This design comes from an exercise in tuning for small area, a short achievable clock period and few clock cycles on the open sky130 flow, not from production work.
Where RTL was checked, it was by simulation tests only, not by an equivalence proof against the original.
No activity file was given, so power comes from the tool's default toggle rates.

middle:
==> flow/design.v <==
package pfs_pkg;
  localparam int unsigned SAMPLE_W = 32;
  localparam int unsigned PCM16_W  = 16;
  localparam int unsigned MONO_W   = 32;
  localparam int unsigned LVL_W    = 33;
  localparam int unsigned APB_AW = 3;
  localparam int unsigned APB_DW = 32;
  localparam int unsigned FMT_W  = 3;
  localparam logic REG_FORMAT = 1'b0;
  localparam logic REG_STEREO = 1'b1;
  localparam logic [FMT_W-1:0] FMT_FLOAT32 = 3'd0;
  localparam logic [FMT_W-1:0] FMT_PCM8    = 3'd1;
  localparam logic [FMT_W-1:0] FMT_PCM16   = 3'd2;
  localparam logic [FMT_W-1:0] FMT_PCM24   = 3'd3;
  localparam logic [FMT_W-1:0] FMT_PCM32   = 3'd4;
  localparam logic signed [LVL_W-1:0] LVL_ONE     = {2'b01, 31'b0};
  localparam logic signed [LVL_W-1:0] LVL_NEG_ONE = {2'b11, 31'b0};
  typedef logic signed [LVL_W-1:0] level_t;
endpackage
module pfs_lane (
  input  logic [pfs_pkg::SAMPLE_W-1:0] word_i,
  input  logic [pfs_pkg::FMT_W-1:0]    fmt_i,
  input  logic                         zero_i,
  output logic [32:0]                  x_o,
  output logic                         s_o
);
  logic [7:0]  ex;
  logic        nan, big, inr, fsel, psel, sgn;
  logic [31:0] fmag, pl;
  logic [1:0]  bsh;
  always_comb begin
    ex   = word_i[30:23];
    sgn  = word_i[31];
    nan  = (&ex) && (|word_i[22:0]);
    big  = ex[7] || (&ex[6:0]);
    inr  = (ex[7:5] == 3'b011) && !(&ex[4:0]);
    fmag = {1'b1, word_i[22:0], 8'b0} >> (~ex[4:0]);
    bsh  = {fmt_i[1] ^ fmt_i[0], fmt_i[0]};
    pl   = word_i << {bsh, 3'b000};
    pl[31] = pl[31] ^ (fmt_i == pfs_pkg::FMT_PCM8);
    fsel = !zero_i && (fmt_i == pfs_pkg::FMT_FLOAT32);
    psel = !zero_i && (fmt_i == pfs_pkg::FMT_PCM8  || fmt_i == pfs_pkg::FMT_PCM16 ||
                       fmt_i == pfs_pkg::FMT_PCM24 || fmt_i == pfs_pkg::FMT_PCM32);
    s_o  = fsel && sgn;
    x_o[32] = (psel & pl[31]) | s_o;
    x_o[31] = (psel & pl[31]) | (fsel & ((big & !nan) ^ sgn));
    for (int i = 0; i < 31; i++)
      x_o[i] = (psel & pl[i]) | (fsel & ((inr & fmag[i]) ^ sgn));
  end
endmodule
module pfs_s16_step (
  input  logic [32:0] x_i,
  input  logic        s_i,
  output logic [2:0]  k_o
);
  logic [14:0] u, v;
  logic        gt, lt, eq, c, anz, a15, dec, k2, k1, km, x0;
  always_comb begin
    u   = x_i[15:1];
    v   = x_i[30:16];
    gt  = u > v;
    lt  = u < v;
    eq  = !gt && !lt;
    c   = s_i ? (lt || (eq && !x_i[0] && x_i[15])) : (gt || (eq && x_i[0] && !x_i[15]));
    anz = s_i ? (x_i[31:16] != 16'hFFFF) : (x_i[31:16] != 16'h0000);
    a15 = x_i[31] ^ s_i;
    dec = a15 || (!c && anz);
    k2  = s_i ? dec  : (x_i[32] & c);
    k1  = s_i ? !dec : (x_i[32] & !c);
    km  = !s_i & !x_i[32] & dec;
    x0  = x_i[16];
    k_o = {k1 | km, k2 | (k1 & x0), km & !x0};
  end
endmodule
module pfs_s16 (
  input  logic [15:0]                        x_i,
  input  logic [2:0]                         k_i,
  output logic signed [pfs_pkg::PCM16_W-1:0] pcm16_o
);
  logic [15:0] pu, pd, flip;
  always_comb begin
    pu[1] = 1'b1;
    pd[1] = 1'b1;
    for (int i = 2; i < 16; i++) begin
      pu[i] = pu[i-1] & x_i[i-1];
      pd[i] = pd[i-1] & !x_i[i-1];
    end
    flip[0] = k_i[2];
    for (int i = 1; i < 16; i++) flip[i] = (pu[i] & k_i[1]) | (pd[i] & k_i[0]);
    pcm16_o = x_i ^ flip;
  end
endmodule
module pfs_add #(parameter int N = 33) (
  input  logic [N-1:0] a_i,
  input  logic [N-1:0] b_i,
  input  logic         cin_i,
  output logic [N-1:0] sum_o,
  output logic         gtop_o    
);
  logic [N-1:0] p, g, gp, pp;
  always_comb begin
    p  = a_i ^ b_i;
    g  = a_i & b_i;
    gp = g;
    pp = p;
    for (int l = 0; (1 << l) < N; l++)
      for (int i = (2 << l) - 1; i < N; i += (2 << l)) begin
        gp[i] = gp[i] | (pp[i] & gp[i - (1 << l)]);
        pp[i] = pp[i] & pp[i - (1 << l)];
      end
    for (int l = 5; l >= 0; l--)
      if ((1 << l) < N)
        for (int i = (3 << l) - 1; i < N; i += (2 << l)) begin
          gp[i] = gp[i] | (pp[i] & gp[i - (1 << l)]);
          pp[i] = pp[i] & pp[i - (1 << l)];
        end
    sum_o[0] = p[0] ^ cin_i;
    for (int i = 1; i < N; i++) sum_o[i] = p[i] ^ (gp[i-1] | (pp[i-1] & cin_i));
    gtop_o = gp[N-2];
  end
endmodule
module pfs_merge (
  input  logic [32:0]                        xl_i,
  input  logic                               sl_i,
  input  logic [32:0]                        xr_i,
  input  logic                               sr_i,
  output logic [31:0]                        mono_o,   
  output logic                               sat_o     
);
  logic [33:0] xl, xr, sv, cv;
  logic [32:0] q;
  logic        gtop, neg, cin;
  always_comb begin
    xl = {xl_i[32], xl_i};
    xr = {xr_i[32], xr_i};
    sv = xl ^ xr ^ {33'b0, sl_i};
    cv = {(xl[32:0] & xr[32:0]) | {32'b0, (xl[0] ^ xr[0]) & sl_i}, sr_i};
  end
  pfs_add #(33) u_add (.a_i(sv[33:1]), .b_i(cv[33:1]), .cin_i(cin), .sum_o(q), .gtop_o(gtop));
  always_comb begin
    neg = sv[33] ^ cv[33] ^ gtop;
    cin = (sv[0] & cv[0]) | ((sv[0] ^ cv[0]) & neg);
    sat_o  = !xl_i[32] && xl_i[31] && !sl_i && !xr_i[32] && xr_i[31] && !sr_i;
    mono_o = q[31:0];
  end
endmodule
module pcm_frame_to_s16_stereo_mono (
  input  logic                              clk_i,
  input  logic                              rst_ni,
  input  logic                              in_valid,
  output logic                              in_ready,
  input  logic [pfs_pkg::SAMPLE_W-1:0]      in_left_sample,
  input  logic [pfs_pkg::SAMPLE_W-1:0]      in_right_sample,
  input  logic                              in_silent,
  input  logic                              in_end_of_packet,
  output logic                              out_valid,
  input  logic                              out_ready,
  output logic signed [pfs_pkg::PCM16_W-1:0] out_left_pcm16,
  output logic signed [pfs_pkg::PCM16_W-1:0] out_right_pcm16,
  output logic signed [pfs_pkg::MONO_W-1:0]  out_mono_level,
  output logic                              out_last_of_packet,
  input  logic                              psel,
  input  logic                              penable,
  input  logic                              pwrite,
  input  logic [pfs_pkg::APB_AW-1:0]        paddr,
  input  logic [pfs_pkg::APB_DW-1:0]        pwdata,
  output logic [pfs_pkg::APB_DW-1:0]        prdata,
  output logic                              pready
);
  logic [pfs_pkg::FMT_W-1:0] fmt_q;
  logic             stereo_q;
  logic             v1_q, v2_q, rdy1, rdy2;
  logic [pfs_pkg::SAMPLE_W-1:0] right_word;
  logic [32:0]      xl, xr, xl_q, xr_q;
  logic             sl, sr, sl_q, sr_q;
  logic [2:0]       kl, kr;
  logic             last1_q, last2_q;
  logic signed [pfs_pkg::PCM16_W-1:0] l16_d, r16_d, l16_q, r16_q;
  logic [31:0]      mono_d, mono_q;
  logic             sat_d, sat_q;
  assign pready = 1'b1;
  always_ff @(posedge clk_i or negedge rst_ni) begin
    if (!rst_ni) begin
      fmt_q    <= pfs_pkg::FMT_FLOAT32;
      stereo_q <= 1'b1;
    end else if (psel && penable && pwrite) begin
      if (paddr[2]) stereo_q <= pwdata[0];
      else          fmt_q    <= pwdata[pfs_pkg::FMT_W-1:0];
    end
  end
  assign prdata = paddr[2] ? {{(pfs_pkg::APB_DW-1){1'b0}}, stereo_q}
                           : {{(pfs_pkg::APB_DW-pfs_pkg::FMT_W){1'b0}}, fmt_q};
  assign right_word = stereo_q ? in_right_sample : in_left_sample;
  pfs_lane u_lane_l (.word_i(in_left_sample), .fmt_i(fmt_q), .zero_i(in_silent), .x_o(xl), .s_o(sl));
  pfs_lane u_lane_r (.word_i(right_word),     .fmt_i(fmt_q), .zero_i(in_silent), .x_o(xr), .s_o(sr));
  assign rdy2     = !v2_q || out_ready;
  assign rdy1     = !v1_q || rdy2;
  assign in_ready = rdy1;
  always_ff @(posedge clk_i or negedge rst_ni) begin
    if (!rst_ni) begin
      v1_q <= 1'b0;
      v2_q <= 1'b0;
    end else begin
      if (rdy1) v1_q <= in_valid;
      if (rdy2) v2_q <= v1_q;
    end
  end
  always_ff @(posedge clk_i) begin
    if (rdy1) begin
      xl_q    <= xl;
      sl_q    <= sl;
      xr_q    <= xr;
      sr_q    <= sr;
      last1_q <= in_end_of_packet;
    end
  end
  pfs_s16_step u_step_l (.x_i(xl_q), .s_i(sl_q), .k_o(kl));
  pfs_s16_step u_step_r (.x_i(xr_q), .s_i(sr_q), .k_o(kr));
  pfs_s16 u_s16_l (.x_i(xl_q[31:16]), .k_i(kl), .pcm16_o(l16_d));
  pfs_s16 u_s16_r (.x_i(xr_q[31:16]), .k_i(kr), .pcm16_o(r16_d));
  pfs_merge u_merge (
    .xl_i  (xl_q),
    .sl_i  (sl_q),
    .xr_i  (xr_q),
    .sr_i  (sr_q),
    .mono_o(mono_d),
    .sat_o (sat_d)
  );
  always_ff @(posedge clk_i) begin
    if (rdy2) begin
      l16_q   <= l16_d;
      r16_q   <= r16_d;
      mono_q  <= mono_d;
      sat_q   <= sat_d;
      last2_q <= last1_q;
    end
  end
  assign out_valid          = v2_q;
  assign out_left_pcm16     = l16_q;
  assign out_right_pcm16    = r16_q;
  assign out_mono_level     = sat_q ? 32'sh7FFF_FFFF : $signed(mono_q);
  assign out_last_of_packet = last2_q;
endmodule
export LEC_CHECK = 0
export CAP_MARGIN = 20
export CORE_MARGIN = 2
export CORE_UTILIZATION = 40
export CTS_BUF_LIST = sky130_fd_sc_hd__clkbuf_8
export CTS_CLUSTER_SIZE = 30
export PLACE_DENSITY = 0.6
export SETUP_SLACK_MARGIN = 2.5
export SLEW_MARGIN = 20
create_clock -name core_clock -period 6.5 [get_ports {clk_i}]
standard.sh (not shown) runs the stock make flow with config.mk's settings and CLKGATE_MAP_FILE= SYNTH_SCRIPT=/design/flow/synth_recipe.tcl, a recipe that flattens the netlist after the stock synthesis.
==> flow/flow/run.sh <==
#!/bin/bash
set -euo pipefail
export BUFFER_PORTS_ARGS="-buffer_cell sky130_fd_sc_hd__buf_1"
bash standard.sh > standard.log 2>&1
Input-level comparison between south and middle:
--- a/flow/design.v
+++ b/flow/design.v
@@ -25,27 +25,27 @@
   output logic                         s_o
 );
   logic [7:0]  ex;
-  logic        nan, big, inr, fsel, psel, sgn;
+  logic        nan, big, inr, is_flt, is_pcm;
   logic [31:0] fmag, pl;
   logic [1:0]  bsh;
+  logic [32:0] y;
   always_comb begin
     ex   = word_i[30:23];
-    sgn  = word_i[31];
     nan  = (&ex) && (|word_i[22:0]);
     big  = ex[7] || (&ex[6:0]);
-    inr  = (ex[7:5] == 3'b011) && !(&ex[4:0]);
+    inr  = (ex[7:5] == 3'b011);
     fmag = {1'b1, word_i[22:0], 8'b0} >> (~ex[4:0]);
     bsh  = {fmt_i[1] ^ fmt_i[0], fmt_i[0]};
     pl   = word_i << {bsh, 3'b000};
     pl[31] = pl[31] ^ (fmt_i == pfs_pkg::FMT_PCM8);
-    fsel = !zero_i && (fmt_i == pfs_pkg::FMT_FLOAT32);
-    psel = !zero_i && (fmt_i == pfs_pkg::FMT_PCM8  || fmt_i == pfs_pkg::FMT_PCM16 ||
-                       fmt_i == pfs_pkg::FMT_PCM24 || fmt_i == pfs_pkg::FMT_PCM32);
-    s_o  = fsel && sgn;
-    x_o[32] = (psel & pl[31]) | s_o;
-    x_o[31] = (psel & pl[31]) | (fsel & ((big & !nan) ^ sgn));
-    for (int i = 0; i < 31; i++)
-      x_o[i] = (psel & pl[i]) | (fsel & ((inr & fmag[i]) ^ sgn));
+    is_flt = !zero_i && (fmt_i == pfs_pkg::FMT_FLOAT32);
+    is_pcm = !zero_i && (fmt_i == pfs_pkg::FMT_PCM8  || fmt_i == pfs_pkg::FMT_PCM16 ||
+                         fmt_i == pfs_pkg::FMT_PCM24 || fmt_i == pfs_pkg::FMT_PCM32);
+    s_o  = (fmt_i == pfs_pkg::FMT_FLOAT32) && word_i[31];
+    if (is_flt)      y = {1'b0, big && !nan, (inr && !big) ? fmag[30:0] : 31'b0};
+    else if (is_pcm) y = {pl[31], pl};
+    else             y = '0;
+    x_o = y ^ {33{s_o}};
   end
 endmodule
 module pfs_s16_step (
@@ -124,12 +124,11 @@
   input  logic                               sl_i,
   input  logic [32:0]                        xr_i,
   input  logic                               sr_i,
-  output logic [31:0]                        mono_o,   
-  output logic                               sat_o     
+  output logic signed [pfs_pkg::MONO_W-1:0]  mono_o
 );
   logic [33:0] xl, xr, sv, cv;
   logic [32:0] q;
-  logic        gtop, neg, cin;
+  logic        gtop, neg, cin, sat;
   always_comb begin
     xl = {xl_i[32], xl_i};
     xr = {xr_i[32], xr_i};
@@ -140,8 +139,8 @@
   always_comb begin
     neg = sv[33] ^ cv[33] ^ gtop;
     cin = (sv[0] & cv[0]) | ((sv[0] ^ cv[0]) & neg);
-    sat_o  = !xl_i[32] && xl_i[31] && !sl_i && !xr_i[32] && xr_i[31] && !sr_i;
-    mono_o = q[31:0];
+    sat = !xl_i[32] && xl_i[31] && !sl_i && !xr_i[32] && xr_i[31] && !sr_i;
+    mono_o = sat ? 32'h7FFF_FFFF : q[31:0];
   end
 endmodule
 module pcm_frame_to_s16_stereo_mono (
@@ -176,8 +175,7 @@
   logic [2:0]       kl, kr;
   logic             last1_q, last2_q;
   logic signed [pfs_pkg::PCM16_W-1:0] l16_d, r16_d, l16_q, r16_q;
-  logic [31:0]      mono_d, mono_q;
-  logic             sat_d, sat_q;
+  logic signed [pfs_pkg::MONO_W-1:0]  mono_d, mono_q;
   assign pready = 1'b1;
   always_ff @(posedge clk_i or negedge rst_ni) begin
     if (!rst_ni) begin
@@ -223,21 +221,19 @@
     .sl_i  (sl_q),
     .xr_i  (xr_q),
     .sr_i  (sr_q),
-    .mono_o(mono_d),
-    .sat_o (sat_d)
+    .mono_o(mono_d)
   );
   always_ff @(posedge clk_i) begin
     if (rdy2) begin
       l16_q   <= l16_d;
       r16_q   <= r16_d;
       mono_q  <= mono_d;
-      sat_q   <= sat_d;
       last2_q <= last1_q;
     end
   end
   assign out_valid          = v2_q;
   assign out_left_pcm16     = l16_q;
   assign out_right_pcm16    = r16_q;
-  assign out_mono_level     = sat_q ? 32'sh7FFF_FFFF : $signed(mono_q);
+  assign out_mono_level     = mono_q;
   assign out_last_of_packet = last2_q;
 endmodule
==> run notes <==
south vs. middle: sequential share of layout area went up; final worst-path setup slack rose 0.10 ns; number of nets in the layout went down 58; die area went down 1.7%.
south gives more worst reg-to-reg setup slack than middle did.
Comparing combinational power for south and middle, the bigger number came from south.
Comparing total power for south and middle, the smaller number came from middle.
Compared with middle, south shows a clock-buffer cell count that is 2 lower.
south has first-pass GRT wire length below what middle had.
Testbench counts of south, summed over its fixed seeds: cycles 18,402.
Function not checked in middle: the RTL went through the layout flow alone.

[what the ideal ports hide]
The results above use ideal ports. As a check the final layouts listed here were re-extracted and re-timed, cells and wires unchanged.
Step 1, drivers: a clkbuf_16 drives clk_i and a buf_2 each remaining input, both assumed.
Step 2 times the ports against the registers' clock, not the clock port: input delays grow and output delays shrink by t, the midpoint of the rising clock arrivals with the driver on.
a / b / c = no drivers / after step 1 / after step 2; a / b = the first two.
run | t (ns) | setup slack, ns | worst hold slack (ns) | latest minus earliest clock arrival (ns) | slew at the worst register clock pin (ns)
middle | 0.506 | 2.599 / 2.599 / 2.140 | 0.428 / 0.428 / 0.428 | 0.012 / 0.012 | 0.08 / 0.08
south | 0.506 | 2.703 / 2.711 / 2.205 | 0.428 / 0.428 / 0.428 | 0.012 / 0.012 | 0.08 / 0.08
After both steps every run listed still meets setup and hold. For south, which loses most, drivers alone change the setup slack by +0.008 ns; drivers and shift together by -0.498 ns.
